This is an optimization exercise on Yosys and OpenROAD, whose aim is small area, not a production implementation.
The RTL was checked by simulation tests, not by an equivalence proof against the original design.
Power and IR drop assume default switching activity.

== the baseline ==
Design capture_buffer, start of the top module:
module capture_buffer #(
    parameter int DATA_W   = 12,
    parameter int DEPTH    = 256,
    parameter int PRE_TRIG = 64
) (
    input  logic              i_clk,
    input  logic              i_RESET,
    input  logic              i_response_valid,
    input  logic [DATA_W-1:0] i_sample_data,
    input  logic              i_trigger,
    output logic [DATA_W-1:0] o_data,
    output logic              o_valid,
    output logic              o_last,
    input  logic              i_ready,
    output logic              o_TRANSFER_DONE,
    output logic              o_armed
);
    localparam int AW = $clog2(DEPTH);
    localparam int CW = 3;
    localparam logic [AW-1:0] PRE_LAST = AW'(PRE_TRIG - 1);
    localparam logic [AW-1:0] ALL_LAST = AW'(DEPTH - 1);
    scope_pkg::cap_state_e state_q, state_d;
    logic [AW-1:0]     cnt_q, cnt_d;
    logic [CW-1:0]     col_q;
    logic              o_valid_q, o_valid_d;
    logic              push, pop;
    capture_ram #(.DATA_W(DATA_W), .DEPTH(DEPTH), .CW(CW)) u_ram (
        .clk_i     (i_clk),
        .rst_i     (i_RESET),
        .col_i     (col_q),
        .push_i    (push),
        .pop_i     (pop),
        .wr_data_i (i_sample_data),
        .rd_data_o (o_data)
    );
    always_ff @(posedge i_clk) begin
        if (i_RESET) begin
            state_q   <= scope_pkg::ST_FILL;
            cnt_q     <= '0;
            col_q     <= '0;
            o_valid_q <= 1'b0;
        end else begin
            state_q   <= state_d;
            cnt_q     <= cnt_d;
            o_valid_q <= o_valid_d;
  ...
Size in the first run: roughly 3,200 flip-flops, ~33 I/O pins.
==> module capture_ram, before the edit <==
module capture_ram #(
    parameter int DATA_W = 12,
    parameter int DEPTH  = 256,
    parameter int CW     = 3,
    localparam int RL    = 1 << CW,
    localparam int NR    = DEPTH / RL
) (
    input  logic              clk_i,
    input  logic              rst_i,
    input  logic [CW-1:0]     col_i,       
    input  logic              push_i,      
    input  logic              pop_i,       
    input  logic [DATA_W-1:0] wr_data_i,
    output logic [DATA_W-1:0] rd_data_o    
);
    logic [CW-1:0]        ph_q;
    logic                 pol_q;
    logic [RL-1:1]        pend_q;
    logic [DATA_W-1:0]    ws_q [1:RL-1];
    logic [RL*DATA_W-1:0] ring_q [NR];
    logic [DATA_W-1:0]    ring_out [NR];
    logic          req, now, shift;
    logic [CW-1:0] ld;
    assign req   = push_i || pop_i;
    assign ld    = ph_q - col_i;
    assign now   = req && (ld == '0);
    assign shift = now || pend_q[RL-1];
    always_ff @(posedge clk_i) begin
        if (rst_i) begin
            ph_q   <= '0;
            pol_q  <= 1'b0;
            pend_q <= '0;
        end else begin
            ph_q <= ph_q + CW'(1);
            if (&ph_q) pol_q <= !pol_q;
            pend_q[1] <= req && (ld == CW'(1));
            for (int i = 2; i < RL; i++) pend_q[i] <= (req && ld == CW'(i)) || pend_q[i-1];
        end
    end
    always_ff @(posedge clk_i) begin
        ws_q[1] <= wr_data_i;
        for (int i = 2; i < RL; i++) begin
            if (req && ld == CW'(i)) ws_q[i] <= wr_data_i;
            else                     ws_q[i] <= ws_q[i-1];
        end
    end
    logic [DATA_W-1:0] ring_in;
    assign ring_in = (now ? wr_data_i : ws_q[RL-1]) ^ {DATA_W{pol_q}};
    for (genvar r = 0; r < NR; r++) begin : g_ring
        assign ring_out[r] = ring_q[r][RL*DATA_W-1 -: DATA_W];
        always_ff @(posedge clk_i) begin
            ring_q[r] <= {ring_q[r][(RL-1)*DATA_W-1:0],
                          ~(shift ? ((r == 0) ? ring_in : ring_out[(r + NR - 1) % NR]) : ring_out[r])};
        end
    end
    logic [CW-1:0] rd_sel;
    logic          rd_inv;
    assign rd_sel    = ph_q - CW'(1) - col_i;
    assign rd_inv    = pol_q ^ (ph_q > rd_sel);
    assign rd_data_o = ring_q[NR-1][rd_sel*DATA_W +: DATA_W] ^ {DATA_W{rd_inv}};
endmodule
==> module capture_buffer, before the edit <==
module capture_buffer #(
    parameter int DATA_W   = 12,
    parameter int DEPTH    = 256,
    parameter int PRE_TRIG = 64
) (
    input  logic              i_clk,
    input  logic              i_RESET,
    input  logic              i_response_valid,
    input  logic [DATA_W-1:0] i_sample_data,
    input  logic              i_trigger,
    output logic [DATA_W-1:0] o_data,
    output logic              o_valid,
    output logic              o_last,
    input  logic              i_ready,
    output logic              o_TRANSFER_DONE,
    output logic              o_armed
);
    localparam int AW = $clog2(DEPTH);
    localparam int CW = 3;
    localparam logic [AW-1:0] PRE_LAST = AW'(PRE_TRIG - 1);
    localparam logic [AW-1:0] ALL_LAST = AW'(DEPTH - 1);
    scope_pkg::cap_state_e state_q, state_d;
    logic [AW-1:0]     cnt_q, cnt_d;
    logic [CW-1:0]     col_q;
    logic              o_valid_q, o_valid_d;
    logic              push, pop;
    capture_ram #(.DATA_W(DATA_W), .DEPTH(DEPTH), .CW(CW)) u_ram (
        .clk_i     (i_clk),
        .rst_i     (i_RESET),
        .col_i     (col_q),
        .push_i    (push),
        .pop_i     (pop),
        .wr_data_i (i_sample_data),
        .rd_data_o (o_data)
    );
    always_ff @(posedge i_clk) begin
        if (i_RESET) begin
            state_q   <= scope_pkg::ST_FILL;
            cnt_q     <= '0;
            col_q     <= '0;
            o_valid_q <= 1'b0;
        end else begin
            state_q   <= state_d;
            cnt_q     <= cnt_d;
            o_valid_q <= o_valid_d;
            if (push || pop) col_q <= col_q + CW'(1);
        end
    end
    assign pop = o_valid_q && i_ready;
    always_comb begin
        state_d   = state_q;
        cnt_d     = cnt_q;
        o_valid_d = o_valid_q;
        push      = 1'b0;
        case (state_q)
            scope_pkg::ST_FILL: begin
                if (i_response_valid) begin
                    push  = 1'b1;
                    cnt_d = cnt_q + AW'(1);
                    if (cnt_q == PRE_LAST) state_d = scope_pkg::ST_ARMED;
                end
            end
            scope_pkg::ST_ARMED: begin
                push = i_response_valid;
                if (i_trigger) begin
                    if (i_response_valid) cnt_d = cnt_q + AW'(1);
                    state_d = scope_pkg::ST_POST;
                end
            end
            scope_pkg::ST_POST: begin
                if (i_response_valid) begin
                    push  = 1'b1;
                    cnt_d = cnt_q + AW'(1);
                    if (cnt_q == ALL_LAST) state_d = scope_pkg::ST_READOUT;
                end
            end
            scope_pkg::ST_READOUT: begin
                o_valid_d = 1'b1;
                if (pop) begin
                    cnt_d = cnt_q + AW'(1);
                    if (cnt_q == ALL_LAST) begin
                        o_valid_d = 1'b0;
                        state_d   = scope_pkg::ST_DONE;
                    end
                end
            end
            scope_pkg::ST_DONE: begin
                state_d = scope_pkg::ST_FILL;
            end
            default: state_d = scope_pkg::ST_FILL;
        endcase
    end
    assign o_valid = o_valid_q;
    assign o_last  = o_valid_q && (cnt_q == ALL_LAST);
    assign o_TRANSFER_DONE = (state_q == scope_pkg::ST_DONE);
    assign o_armed         = (state_q == scope_pkg::ST_ARMED);
endmodule
export LEC_CHECK = 0
export CAP_MARGIN = 20
export CORE_MARGIN = 2
export CORE_UTILIZATION = 65
export CTS_BUF_LIST = sky130_fd_sc_hd__clkbuf_8
export CTS_CLUSTER_DIAMETER = 60
export CTS_CLUSTER_SIZE = 20
export SLEW_MARGIN = 20
create_clock -name core_clock -period 10.0 [get_ports {i_clk}]
standard.sh (not shown) runs the stock make flow with config.mk's settings and CLKGATE_MAP_FILE= SYNTH_SCRIPT=/design/flow/synth_recipe.tcl, a recipe that flattens the netlist after the stock synthesis.
==> flow/flow/run.sh <==
#!/bin/bash
# Standard layout (the standard.sh, unchanged synthesis) with two changes:
# clock tree synthesis without dummy loads, and the smallest buffer on the ports.
set -euo pipefail
export CTS_ARGS="-sink_clustering_enable -repair_clock_nets -dont_use_dummy_load -buf_list sky130_fd_sc_hd__clkbuf_8 -sink_clustering_size 20 -sink_clustering_max_diameter 60"
export BUFFER_PORTS_ARGS="-buffer_cell sky130_fd_sc_hd__buf_1"
bash standard.sh > standard.log 2>&1
For the candidate, these inputs were changed with respect to the baseline:
--- a/flow/design.v
+++ b/flow/design.v
@@ -14,61 +14,68 @@
     parameter int CW     = 3,
     localparam int RL    = 1 << CW,
     localparam int NR    = DEPTH / RL
 ) (
     input  logic              clk_i,
     input  logic              rst_i,
-    input  logic [CW-1:0]     col_i,       
     input  logic              push_i,      
     input  logic              pop_i,       
     input  logic [DATA_W-1:0] wr_data_i,
     output logic [DATA_W-1:0] rd_data_o    
 );
     logic [CW-1:0]        ph_q;
+    logic [CW-1:0]        lag_q;
     logic                 pol_q;
     logic [RL-1:1]        pend_q;
+    logic                 wait_n_q;    
     logic [DATA_W-1:0]    ws_q [1:RL-1];
     logic [RL*DATA_W-1:0] ring_q [NR];
     logic [DATA_W-1:0]    ring_out [NR];
-    logic          req, now, shift;
-    logic [CW-1:0] ld;
+    logic req, now, shift, hold;
     assign req   = push_i || pop_i;
-    assign ld    = ph_q - col_i;
-    assign now   = req && (ld == '0);
+    assign now   = req && (lag_q == '0);
     assign shift = now || pend_q[RL-1];
+    assign hold  = !now && wait_n_q;      
     always_ff @(posedge clk_i) begin
         if (rst_i) begin
-            ph_q   <= '0;
-            pol_q  <= 1'b0;
-            pend_q <= '0;
+            ph_q     <= '0;
+            lag_q    <= '0;
+            pol_q    <= 1'b0;
+            pend_q   <= '0;
+            wait_n_q <= 1'b1;
         end else begin
             ph_q <= ph_q + CW'(1);
+            if (!req) lag_q <= lag_q + CW'(1);
             if (&ph_q) pol_q <= !pol_q;
-            pend_q[1] <= req && (ld == CW'(1));
-            for (int i = 2; i < RL; i++) pend_q[i] <= (req && ld == CW'(i)) || pend_q[i-1];
+            pend_q[1] <= req && (lag_q == CW'(1));
+            for (int i = 2; i < RL; i++) pend_q[i] <= (req && lag_q == CW'(i)) || pend_q[i-1];
+            wait_n_q <= !((req && lag_q == CW'(RL-1)) || pend_q[RL-2]);
         end
     end
+    logic [DATA_W-1:0] wr_data_x;
+    assign wr_data_x = wr_data_i ^ {DATA_W{pol_q ^ ((lag_q != '0) && (ph_q >= lag_q))}};
     always_ff @(posedge clk_i) begin
-        ws_q[1] <= wr_data_i;
+        ws_q[1] <= wr_data_x;
         for (int i = 2; i < RL; i++) begin
-            if (req && ld == CW'(i)) ws_q[i] <= wr_data_i;
-            else                     ws_q[i] <= ws_q[i-1];
+            if (req && lag_q == CW'(i)) ws_q[i] <= wr_data_x;
+            else                        ws_q[i] <= ws_q[i-1];
         end
     end
     logic [DATA_W-1:0] ring_in;
-    assign ring_in = (now ? wr_data_i : ws_q[RL-1]) ^ {DATA_W{pol_q}};
+    assign ring_in = now ? wr_data_x : ws_q[RL-1];
     for (genvar r = 0; r < NR; r++) begin : g_ring
         assign ring_out[r] = ring_q[r][RL*DATA_W-1 -: DATA_W];
         always_ff @(posedge clk_i) begin
             ring_q[r] <= {ring_q[r][(RL-1)*DATA_W-1:0],
-                          ~(shift ? ((r == 0) ? ring_in : ring_out[(r + NR - 1) % NR]) : ring_out[r])};
+                          ~(({DATA_W{shift}} | ring_out[r]) &
+                            ({DATA_W{hold}} | ((r == 0) ? ring_in : ring_out[(r + NR - 1) % NR])))};
         end
     end
     logic [CW-1:0] rd_sel;
     logic          rd_inv;
-    assign rd_sel    = ph_q - CW'(1) - col_i;
+    assign rd_sel    = lag_q - CW'(1);
     assign rd_inv    = pol_q ^ (ph_q > rd_sel);
     assign rd_data_o = ring_q[NR-1][rd_sel*DATA_W +: DATA_W] ^ {DATA_W{rd_inv}};
 endmodule
 module capture_buffer #(
     parameter int DATA_W   = 12,
     parameter int DEPTH    = 256,
@@ -89,35 +96,31 @@
     localparam int AW = $clog2(DEPTH);
     localparam int CW = 3;
     localparam logic [AW-1:0] PRE_LAST = AW'(PRE_TRIG - 1);
     localparam logic [AW-1:0] ALL_LAST = AW'(DEPTH - 1);
     scope_pkg::cap_state_e state_q, state_d;
     logic [AW-1:0]     cnt_q, cnt_d;
-    logic [CW-1:0]     col_q;
     logic              o_valid_q, o_valid_d;
     logic              push, pop;
     capture_ram #(.DATA_W(DATA_W), .DEPTH(DEPTH), .CW(CW)) u_ram (
         .clk_i     (i_clk),
         .rst_i     (i_RESET),
-        .col_i     (col_q),
         .push_i    (push),
         .pop_i     (pop),
         .wr_data_i (i_sample_data),
         .rd_data_o (o_data)
     );
     always_ff @(posedge i_clk) begin
         if (i_RESET) begin
             state_q   <= scope_pkg::ST_FILL;
             cnt_q     <= '0;
-            col_q     <= '0;
             o_valid_q <= 1'b0;
         end else begin
             state_q   <= state_d;
             cnt_q     <= cnt_d;
             o_valid_q <= o_valid_d;
-            if (push || pop) col_q <= col_q + CW'(1);
         end
     end
     assign pop = o_valid_q && i_ready;
     always_comb begin
         state_d   = state_q;
         cnt_d     = cnt_q;
Findings:
- The candidate ran to completion and came out clean on the timing, DRC and antenna checks.
- Between the baseline and the candidate, die area is lower for the candidate, the baseline comes in above that.
- Max post-route fraction of the period consumed by the critical path across the baseline and the candidate: the candidate
- Core occupancy in the finished layout in the candidate is 0.20 points above the baseline.
- Taking the candidate as 1.0, the baseline lands at 0.933 on total length of routed wires.
- Tapcell count of the candidate falls short of that of the baseline slightly.
- Looking only at synthesis-to-finish area growth, and setting everything else aside, the lower value of the baseline and the candidate goes to the candidate.
- Comparing the baseline and the candidate, the higher clock share of power is on the baseline.
- The higher area of placed instances of the baseline and the candidate is in the baseline.

-- what the ideal ports hide --
How much do the figures lean on ideal ports? The routed layouts below were timed once more, with nothing changed but the port constraints.
Step 1 assumes that a clkbuf_16 drives the clock port and a buf_2 every other input.
Step 2 also shifts input and output timing later by t, the mid clock arrival at the registers, as if the neighbouring blocks saw the same clock.
Slacks: no drivers / after step 1 / after step 2; pairs: no drivers / after step 1.
| run | shift t [ns] | setup WS [ns] | worst register clock-pin slew, ns | pins driven straight from the clock port |
|---|---|---|---|---|
| the baseline | 0.879 | 3.552 / 3.493 / 4.372 | 0.11 / 0.11 | 1 |
| the candidate | 0.888 | 3.511 / 3.449 / 4.337 | 0.11 / 0.11 | 1 |
After both steps every run listed still meets setup and hold.
